This is an optimization exercise on Yosys and OpenROAD, whose aim is a short achievable clock period and few clock cycles per item, not a production implementation.
Function was checked by simulation only, so behaviour that the tests miss may differ from the original.
Power and IR drop assume default switching activity.

===== run.sh =====
#!/bin/bash
# synth_recipe.tcl (not shown) runs the flow's synth.tcl, then flattens the netlist and writes it again
# the make line also repeats each setting of config.mk as NAME=value (left out here)
make -C /OpenROAD-flow-scripts/flow DESIGN_CONFIG=/design/flow/config.mk WORK_HOME=/design/flow/orfs CLKGATE_MAP_FILE= SYNTH_SCRIPT=/design/flow/synth_recipe.tcl finish

===== config.mk =====
export PLATFORM = sky130hd
export DESIGN_NAME = mem_subsystem
export DESIGN_NICKNAME = mem_subsystem
export VERILOG_FILES = /design/flow/design.v
export SDC_FILE = /design/flow/constraint.sdc
export NUM_CORES = 4
export LEC_CHECK = 0
export CAP_MARGIN = 20
export CORE_MARGIN = 2
export CORE_UTILIZATION = 40
export SETUP_SLACK_MARGIN = 0.4
export SLEW_MARGIN = 20

===== constraint.sdc =====
create_clock -name core_clock -period 7.5 [get_ports {clk}]
set_input_delay 1.5000 -clock core_clock [delete_from_list [all_inputs] [get_ports {clk}]]
set_output_delay 1.5000 -clock core_clock [all_outputs]
set_load 0.01 [all_outputs]

===== design.v =====
`default_nettype none
package cache_pkg;
	localparam int NUM_SETS = 8;
	localparam int NUM_WAYS = 2;
	localparam int TAG_MSB = 15;
	localparam int TAG_LSB = 7;
	localparam int INDEX_MSB = 6;
	localparam int INDEX_LSB = 4;
	localparam int OFFSET_MSB = 3;
	localparam int OFFSET_LSB = 1;
	typedef logic [15:0] word_t;
	typedef logic [1:0] byte_en_t;
	typedef logic [TAG_MSB-TAG_LSB:0] tag_t;
	typedef logic [INDEX_MSB-INDEX_LSB:0] index_t;
	typedef logic [OFFSET_MSB-OFFSET_LSB:0] offset_t;
	typedef logic [127:0] line_t;
	typedef enum logic
	{
		client_fetch = 1'b0,
		client_data = 1'b1
	} client_t;
endpackage
`default_nettype wire
`timescale 1ns/1ps
`default_nettype none
module way_array #(
	parameter int WIDTH = 8
) (
	input wire logic clk,
	input wire logic write,
	input wire cache_pkg::index_t index,
	input wire logic [WIDTH-1:0] wdata,
	output logic [WIDTH-1:0] rdata
);
	logic [WIDTH-1:0] mem [2**$bits(index)];
	always_ff @(posedge clk)
	begin
		if (write)
			mem[index] <= wdata;
	end
	assign rdata = mem[index];
endmodule
`default_nettype wire
`timescale 1ns/1ps
`default_nettype none
module client_arbiter (
	input wire logic clk,
	input wire logic rst_n,
	input wire logic if_req,
	input wire cache_pkg::word_t if_addr,
	output logic if_ack,
	output cache_pkg::word_t if_rdata,
	input wire logic dc_req,
	input wire logic dc_write,
	input wire cache_pkg::byte_en_t dc_byte_en,
	input wire cache_pkg::word_t dc_addr,
	input wire cache_pkg::word_t dc_wdata,
	output logic dc_ack,
	output cache_pkg::word_t dc_rdata,
	output logic cache_req,
	output logic cache_write,
	output cache_pkg::byte_en_t cache_byte_en,
	output cache_pkg::word_t cache_addr,
	output cache_pkg::word_t cache_wdata,
	input wire logic cache_ack,
	input wire cache_pkg::word_t cache_rdata
);
	cache_pkg::client_t grant_q;
	logic busy_q;
	logic granted_req;
	always_ff @(posedge clk or negedge rst_n)
	begin
		if (!rst_n)
		begin
			grant_q <= cache_pkg::client_fetch;
			busy_q <= 1'b0;
		end
		else if (!busy_q)
		begin
			if (dc_req || if_req)
			begin
				busy_q <= 1'b1;
				grant_q <= dc_req ? cache_pkg::client_data : cache_pkg::client_fetch;
			end
		end
		else if (!granted_req && !cache_ack)
		begin
			busy_q <= 1'b0;
		end
	end
	always_comb
	begin
		if (grant_q == cache_pkg::client_data)
		begin
			granted_req = dc_req;
			cache_write = dc_write;
			cache_byte_en = dc_byte_en;
			cache_addr = dc_addr;
			cache_wdata = dc_wdata;
		end
		else
		begin
			granted_req = if_req;
			cache_write = 1'b0;
			cache_byte_en = 2'b11;
			cache_addr = if_addr;
			cache_wdata = '0;
		end
	end
	assign cache_req = busy_q & granted_req;
	assign if_ack = busy_q & (grant_q == cache_pkg::client_fetch) & cache_ack;
	assign dc_ack = busy_q & (grant_q == cache_pkg::client_data) & cache_ack;
	assign if_rdata = (grant_q == cache_pkg::client_fetch) ? cache_rdata : '0;
	assign dc_rdata = (grant_q == cache_pkg::client_data) ? cache_rdata : '0;
endmodule
`default_nettype wire
`timescale 1ns/1ps
`default_nettype none
module cache_datapath (
	input wire logic clk,
	input wire logic rst_n,
	input wire cache_pkg::word_t req_addr,
	input wire cache_pkg::word_t req_wdata,
	input wire cache_pkg::byte_en_t req_byte_en,
	input wire logic req_write,
	input wire logic lookup_en,
	input wire logic line_write,
	input wire logic line_from_mem,
	input wire logic meta_write,
	input wire logic set_dirty,
	input wire logic lru_update,
	input wire logic evict_sel,
	input wire cache_pkg::line_t pmem_rdata,
	output logic hit,
	output logic hit_way,
	output logic victim_dirty,
	output cache_pkg::word_t rdata,
	output cache_pkg::word_t pmem_addr,
	output cache_pkg::line_t pmem_wdata
);
	cache_pkg::tag_t tag;
	cache_pkg::index_t index;
	cache_pkg::offset_t offset;
	cache_pkg::tag_t tag_rd [2];
	cache_pkg::line_t line_rd [2];
	logic [1:0] way_hit;
	logic [1:0][cache_pkg::NUM_SETS-1:0] valid_q;
	logic [1:0][cache_pkg::NUM_SETS-1:0] dirty_q;
	logic [cache_pkg::NUM_SETS-1:0] lru_q;
	logic victim;
	logic write_way;
	cache_pkg::word_t cur_word;
	cache_pkg::word_t new_word;
	cache_pkg::line_t merged_line;
	cache_pkg::line_t line_wdata;
	assign tag = req_addr[cache_pkg::TAG_MSB:cache_pkg::TAG_LSB];
	assign index = req_addr[cache_pkg::INDEX_MSB:cache_pkg::INDEX_LSB];
	assign offset = req_addr[cache_pkg::OFFSET_MSB:cache_pkg::OFFSET_LSB];
	assign victim = lru_q[index];
	assign write_way = hit ? hit_way : victim;
	for (genvar w = 0; w < 2; w++)
	begin : g_way
		way_array #(.WIDTH(9)) i_tag (
			.clk(clk),
			.write(meta_write && (write_way == w)),
			.index(index),
			.wdata(tag),
			.rdata(tag_rd[w])
		);
		way_array #(.WIDTH(128)) i_line (
			.clk(clk),
			.write(line_write && (write_way == w)),
			.index(index),
			.wdata(line_wdata),
			.rdata(line_rd[w])
		);
		assign way_hit[w] = valid_q[w][index] && (tag_rd[w] == tag);
	end
	always_ff @(posedge clk or negedge rst_n)
	begin
		if (!rst_n)
		begin
			valid_q <= '0;
			dirty_q <= '0;
			lru_q <= '0;
			hit <= 1'b0;
			hit_way <= 1'b0;
		end
		else
		begin
			if (lookup_en)
			begin
				hit <= |way_hit;
				hit_way <= way_hit[1];
			end
			if (meta_write)
			begin
				valid_q[write_way][index] <= 1'b1;
				dirty_q[write_way][index] <= set_dirty;
			end
			if (lru_update)
				lru_q[index] <= ~hit_way;
		end
	end
	always_comb
	begin
		merged_line = line_rd[write_way];
		cur_word = merged_line[offset*16 +: 16];
		new_word = cur_word;
		for (int b = 0; b < 2; b++)
		begin
			if (req_byte_en[b] && req_write)
				new_word[b*8 +: 8] = req_wdata[b*8 +: 8];
		end
		merged_line[offset*16 +: 16] = new_word;
	end
	assign line_wdata = line_from_mem ? pmem_rdata : merged_line;
	assign rdata = line_rd[hit_way][offset*16 +: 16];
	assign victim_dirty = dirty_q[victim][index];
	assign pmem_wdata = line_rd[victim];
	assign pmem_addr = evict_sel ? {tag_rd[victim], index, 4'b0000} : {tag, index, 4'b0000};
endmodule
`default_nettype wire
`timescale 1ns/1ps
`default_nettype none
module cache_control (
	input wire logic clk,
	input wire logic rst_n,
	input wire logic cache_req,
	input wire logic req_write,
	input wire logic hit,
	input wire logic victim_dirty,
	input wire logic pmem_ack,
	output logic cache_ack,
	output logic lookup_en,
	output logic line_write,
	output logic line_from_mem,
	output logic meta_write,
	output logic set_dirty,
	output logic lru_update,
	output logic evict_sel,
	output logic pmem_req,
	output logic pmem_write
);
	typedef enum logic [2:0]
	{
		s_idle,
		s_lookup,
		s_wb,
		s_wb_rel,
		s_refill,
		s_refill_rel,
		s_ack
	} state_t;
	state_t state_q;
	state_t state_d;
	always_ff @(posedge clk or negedge rst_n)
	begin
		if (!rst_n)
			state_q <= s_idle;
		else
			state_q <= state_d;
	end
	always_comb
	begin
		state_d = state_q;
		cache_ack = 1'b0;
		lookup_en = 1'b0;
		line_write = 1'b0;
		line_from_mem = 1'b0;
		meta_write = 1'b0;
		set_dirty = 1'b0;
		lru_update = 1'b0;
		evict_sel = 1'b0;
		pmem_req = 1'b0;
		pmem_write = 1'b0;
		case (state_q)
			s_idle:
			begin
				if (cache_req)
				begin
					lookup_en = 1'b1;
					state_d = s_lookup;
				end
			end
			s_lookup:
			begin
				if (hit)
				begin
					line_write = req_write;
					meta_write = req_write;
					set_dirty = req_write;
					lru_update = 1'b1;
					state_d = s_ack;
				end
				else if (victim_dirty)
					state_d = s_wb;
				else
					state_d = s_refill;
			end
			s_wb:
			begin
				pmem_req = 1'b1;
				pmem_write = 1'b1;
				evict_sel = 1'b1;
				if (pmem_ack)
					state_d = s_wb_rel;
			end
			s_wb_rel:
			begin
				if (!pmem_ack)
					state_d = s_refill;
			end
			s_refill:
			begin
				pmem_req = 1'b1;
				if (pmem_ack)
				begin
					line_write = 1'b1;
					line_from_mem = 1'b1;
					meta_write = 1'b1;
					state_d = s_refill_rel;
				end
			end
			s_refill_rel:
			begin
				if (!pmem_ack)
				begin
					lookup_en = 1'b1;
					state_d = s_lookup;
				end
			end
			s_ack:
			begin
				cache_ack = 1'b1;
				if (!cache_req)
					state_d = s_idle;
			end
			default:
			begin
				state_d = s_idle;
			end
		endcase
	end
endmodule
`default_nettype wire
`timescale 1ns/1ps
`default_nettype none
module mem_subsystem (
	input wire logic clk,
	input wire logic rst_n,
	input wire logic if_req,
	input wire cache_pkg::word_t if_addr,
	output logic if_ack,
	output cache_pkg::word_t if_rdata,
	input wire logic dc_req,
	input wire logic dc_write,
	input wire cache_pkg::byte_en_t dc_byte_en,
	input wire cache_pkg::word_t dc_addr,
	input wire cache_pkg::word_t dc_wdata,
	output logic dc_ack,
	output cache_pkg::word_t dc_rdata,
	output logic pmem_req,
	output logic pmem_write,
	output cache_pkg::word_t pmem_addr,
	output cache_pkg::line_t pmem_wdata,
	input wire logic pmem_ack,
	input wire cache_pkg::line_t pmem_rdata
);
	logic cache_req;
	logic cache_write;
	cache_pkg::byte_en_t cache_byte_en;
	cache_pkg::word_t cache_addr;
	cache_pkg::word_t cache_wdata;
	logic cache_ack;
	cache_pkg::word_t cache_rdata;
	logic lookup_en;
	logic line_write;
	logic line_from_mem;
	logic meta_write;
	logic set_dirty;
	logic lru_update;
	logic evict_sel;
	logic hit;
	logic victim_dirty;
	client_arbiter i_arbiter (
		.clk(clk),
		.rst_n(rst_n),
		.if_req(if_req),
		.if_addr(if_addr),
		.if_ack(if_ack),
		.if_rdata(if_rdata),
		.dc_req(dc_req),
		.dc_write(dc_write),
		.dc_byte_en(dc_byte_en),
		.dc_addr(dc_addr),
		.dc_wdata(dc_wdata),
		.dc_ack(dc_ack),
		.dc_rdata(dc_rdata),
		.cache_req(cache_req),
		.cache_write(cache_write),
		.cache_byte_en(cache_byte_en),
		.cache_addr(cache_addr),
		.cache_wdata(cache_wdata),
		.cache_ack(cache_ack),
		.cache_rdata(cache_rdata)
	);
	cache_datapath i_datapath (
		.clk(clk),
		.rst_n(rst_n),
		.req_addr(cache_addr),
		.req_wdata(cache_wdata),
		.req_byte_en(cache_byte_en),
		.req_write(cache_write),
		.lookup_en(lookup_en),
		.line_write(line_write),
		.line_from_mem(line_from_mem),
		.meta_write(meta_write),
		.set_dirty(set_dirty),
		.lru_update(lru_update),
		.evict_sel(evict_sel),
		.pmem_rdata(pmem_rdata),
		.hit(hit),
		.hit_way(),
		.victim_dirty(victim_dirty),
		.rdata(cache_rdata),
		.pmem_addr(pmem_addr),
		.pmem_wdata(pmem_wdata)
	);
	cache_control i_control (
		.clk(clk),
		.rst_n(rst_n),
		.cache_req(cache_req),
		.req_write(cache_write),
		.hit(hit),
		.victim_dirty(victim_dirty),
		.pmem_ack(pmem_ack),
		.cache_ack(cache_ack),
		.lookup_en(lookup_en),
		.line_write(line_write),
		.line_from_mem(line_from_mem),
		.meta_write(meta_write),
		.set_dirty(set_dirty),
		.lru_update(lru_update),
		.evict_sel(evict_sel),
		.pmem_req(pmem_req),
		.pmem_write(pmem_write)
	);
endmodule
`default_nettype wire

==> flow_metrics.py <==
metrics = {
    "outcome": {
        "status": "finished clean",
    },
    "power": {
        "internal-power_uw": 34400,
        "switchingPower_uw": 24200,
        "clkPwrFrac_pct": 19.5,
        "leakage_uw": 0.0401,
        "powerDensity_nw_per_um2": 504,
        "seq_power_share_pct": 32.3,
        "swShare_pct": 41.4,
        "ir_drop_mv": 0.402,
        "combPwrFrac_pct": 48.2,
    },
    "worst_hold_path": {
        "worst_hold_path.endpoint": "i_datapath.valid_q[10]",
        "hp-start": "i_datapath.valid_q[10]",
        "hold_class": "reg -> reg",
        "whs_path_depth": 1,
    },
    "drt": {
        "wire_per_inst_um": 40.7,
        "vias": 70900,
        "vias_per_cell": 6.69,
        "drcViolationCount": 0,
        "ant_nets": 0,
        "drt_iter0_drc": 12400,
        "drtPass1Iterations": 9,
        "wirelength_um": 431000,
    },
    "sta": {
        "hold_viol": 0,
        "period_share_pct": 96.5,
        "maxSlewViolCount": 0,
        "maxSlewHeadroom_pct": 18.8,
        "whs_ns": 0.473,
        "skew_ns": 0.0587,
        "worst_slew_pin_slew_ns": 1.21,
        "finalSetupViolations": 0,
        "clock.fmax_mhz": 138,
        "rsz0062_at_grt": "true",
        "period_needed_ns": 7.24,
    },
    "synth": {
        "syn_area_per_cell_sq_um": 14.9,
        "synth.yosys.warnings": 7,
        "synth_compound_area_share_pct": 10.9,
        "yosysTopAreaCell": "edfxtp_1",
        "synth_top_family_by_area": "compound AO/OA/AOI/OAI gates",
        "synth_top_cells_by_area": "edfxtp_1, mux2i_1, nand2_1",
        "synth_top_area_share_pct": 70.1,
        "synth_cell_types": 91,
        "synth_edf_count": 2192,
        "synthXorXnorAreaFrac_pct": 0.187,
        "async_flop_share_pct": 2.10,
        "synth_cells": 6285,
        "synthMuxAreaShare_pct": 7.23,
        "ys_seq_area_share_pct": 71.3,
        "syn_area_sq_um": 93900,
        "synth_adder_area_share_pct": 0.120,
        "synthSimpleGateAreaFrac_pct": 7.45,
        "ys_ff_latch": 2239,
        "synth_ff_type": "edfxtp_1",
    },
    "worst_setup_path": {
        "required_ns": 6.00,
        "reg2reg_depth": 16,
        "crit_arrival_ns": 5.74,
        "r2r_slack_ns": 0.39,
        "cpMaxStageDelayCell": "a211o_1",
        "r2r-end": "i_datapath.g_way[1].i_line.mem[2][28]",
        "critPathMaxFanout": 17,
        "crit_type": "in -> out",
        "max_stage_delay_ns": 0.68,
        "path_cells": "clkdlybuf4s50_1 > mux2i_4 > buf_12 > clkbuf_16 > buf_6 > nand3_4 > buf_4 > buf_12 > nor2_1 > a211o_1 > mux2i_1 > a221oi_1 > o21ai_0 > nand2_1 > nor2_1 > clkdlybuf4s50_1",
        "reg2reg_from": "i_arbiter.grant_q",
        "critPathCaptureType": "output pin",
        "setup.worst_path.start_class": "input pin",
    },
    "die": {
        "fp.dieW_um": 489,
        "die_h_um": 489,
        "dieArea_sq_um": 239000,
        "start_util_pct": 40.3,
        "fp-row-count": 177,
        "core-area_sq_um": 233000,
        "ios": 364,
    },
    "cts": {
        "clk-insertion-delay-late_ns": 0.91,
        "cts_tree": "built",
        "cts_buffer_depth": 3,
        "clk_pin_slew_ns": 0.06,
        "cts.sinks": 2239,
        "cts_root_buf": "clkbuf_16",
        "htree_levels": 4,
        "cts_inserted_buffers": 221,
    },
    "finish": {
        "layout-drive-gt1-share_pct": 19.2,
        "final_common_cell": "edfxtp_1",
        "layout.cells.non_filler": 10600,
        "area_delta_synth_final_pct": 23.8,
        "nets": 7437,
        "most-common-layout-cells": "edfxtp_1, buf_4, nand2_1",
        "num-fill-cells": 19800,
    },
    "placed_design": {
        "dpl.cell_count": 10100,
        "port_buffers": 357,
        "place.gp.congestion": 1.02,
        "dpl.hpwl_um": 269000,
    },
    "global_route": {
        "grt_pass1_vias": 64600,
        "antenna_found_initial": 24,
        "grt_pass1_wl_um": 566000,
        "grtUsageTotal_pct": 34.9,
        "overflow": 0,
        "grt_max_degree": 85,
    },
    "run": {
        "maxCapViolCount": 0,
    },
}
## synthesized netlist by cell type (58+ instances only)
cell	instances
a21oi_1	61
a22oi_1	138
buf_2	202
buf_4	70
clkbuf_1	147
edfxtp_1	2192
mux2_2	81
mux2i_1	491
nand2_1	596
nand3_1	150
nor2_1	235
nor3_1	114
o21ai_0	138
o21ai_1	81
o221ai_1	144
o22a_1	58
o22ai_1	330
or3_1	79
or4_1	86
## layer usage
metal	vias up	share of wire (%)	routed length, um	global-route usage (%)
met1	36300	35	151000	44.4
met3	1407	12	53500	9.31
met4	10	9.5	41000	27.2
li1	27300	-	-	-
met2	5838	43	185000	50.6
met5	-	0.015	65	0
## power groups by stage
stage	Sequential, uW	Clock (uW)	Combinational [uW]
3_3_place_gp	19200	0	25600
3_5_place_dp	19200	0	26000
2_1_floorplan	19200	0	11000
6_report	18900	11400	28200
5_1_grt	19000	11900	28500
4_1_cts	18900	11400	26400
## per-stage QoR
step	cell area [sq um]	power (uW)	setup slack, ns	setup TNS (ns)	util (%)
floorplan	94000	30200	-0.339	-371.89	-
global placement	107000	44800	-0.360	-0.719	45.9
detailed placement	107000	45200	-0.388	-0.793	46.0
CTS	115000	56700	0.316	0	49.4
global route	116000	59400	0.271	0	49.9
finish	116000	58600	0.260	0	49.9
## registers in the layout, indices dropped and copies added (netlist names)
register,count
i_datapath.g_way.i_line.mem,2048
i_datapath.g_way.i_tag.mem,144
i_datapath.dirty_q,16
i_datapath.valid_q,16
i_datapath.lru_q,8
i_control.state_q,3
i_arbiter.busy_q,1
i_arbiter.grant_q,1
i_datapath.hit,1
i_datapath.hit_way,1
## cell families after synthesis
family          Yosys count
other cells               1
fa+ha+maj                 9
simple gates           1469
xor+xnor                 20
buf+inv                 525
mux                     616
compound gates         1406
flops                  2239
## critical path, delay by kind of cell
kind | cells | cell delay [ns]
compound gates | 3 | 1.22
buf+inv | 7 | 1.95
simple gates | 4 | 0.58
mux | 2 | 0.42
## worst max path at each step
stage / startpoint / endpoint / slack, ns
3_5_place_dp: if_addr[4] / if_rdata[2] / -0.39
3_3_place_gp: if_addr[4] / if_rdata[2] / -0.36
6_report: if_addr[6] / if_rdata[5] / 0.26
5_1_grt: if_addr[6] / if_rdata[15] / 0.27
4_1_cts: dc_addr[4] / dc_rdata[12] / 0.32
2_1_floorplan: dc_addr[5] / i_datapath.g_way[1].i_line.mem[7][0] / -0.34
## final cells by class
class	instances	area [sq um]	area share, %
antenna	25	62.6	0.0538
clock buffer	283	5880	5.06
clock inverter	128	1500	1.29
inverter	55	274	0.236
multi-input combinational	3524	25100	21.6
sequential	2239	67000	57.6
tap	3132	3920	3.37
timing repair buffer	1203	12500	10.8
## what timing repair did
item / in CTS / in global routing
pin swaps: 7 / 12
buffers inserted: 17 / 44
gates cloned: 4 / 13
hold endpoints to repair: 0 / 0
endpoints found under the setup margin: 46 / 34
hold buffers: 0 / 0
resized for setup: 50 / 91
Testbench counts, summed over its fixed seeds: cycles 41,069, items 8,000.

[static timing again, ports no longer ideal]
In the flow no input, the clock included, has a driving cell. The finished layout below was timed again as built, in two steps.
Step 1: set_driving_cell puts a clkbuf_16 on clk and a buf_2 on each other input, an assumption about the parent block.
Step 2 moves the port delays by t, midway between the first and last clock arrival at a register: inputs arrive t later, outputs are due t later. That takes back most of the time a late clock gives input paths.
Three values: no drivers, after step 1, after step 2; two values: the first two.
t (ns): 0.984
setup slack, ns: 0.260 / 0.229 / -0.156
worst setup path after step 2: input to register
pins driven straight from the clock port: 1
Met with ideal ports but missed after step 2: setup timing in this run. For this run, drivers alone change the setup slack by -0.031 ns; drivers and shift together by -0.416 ns.
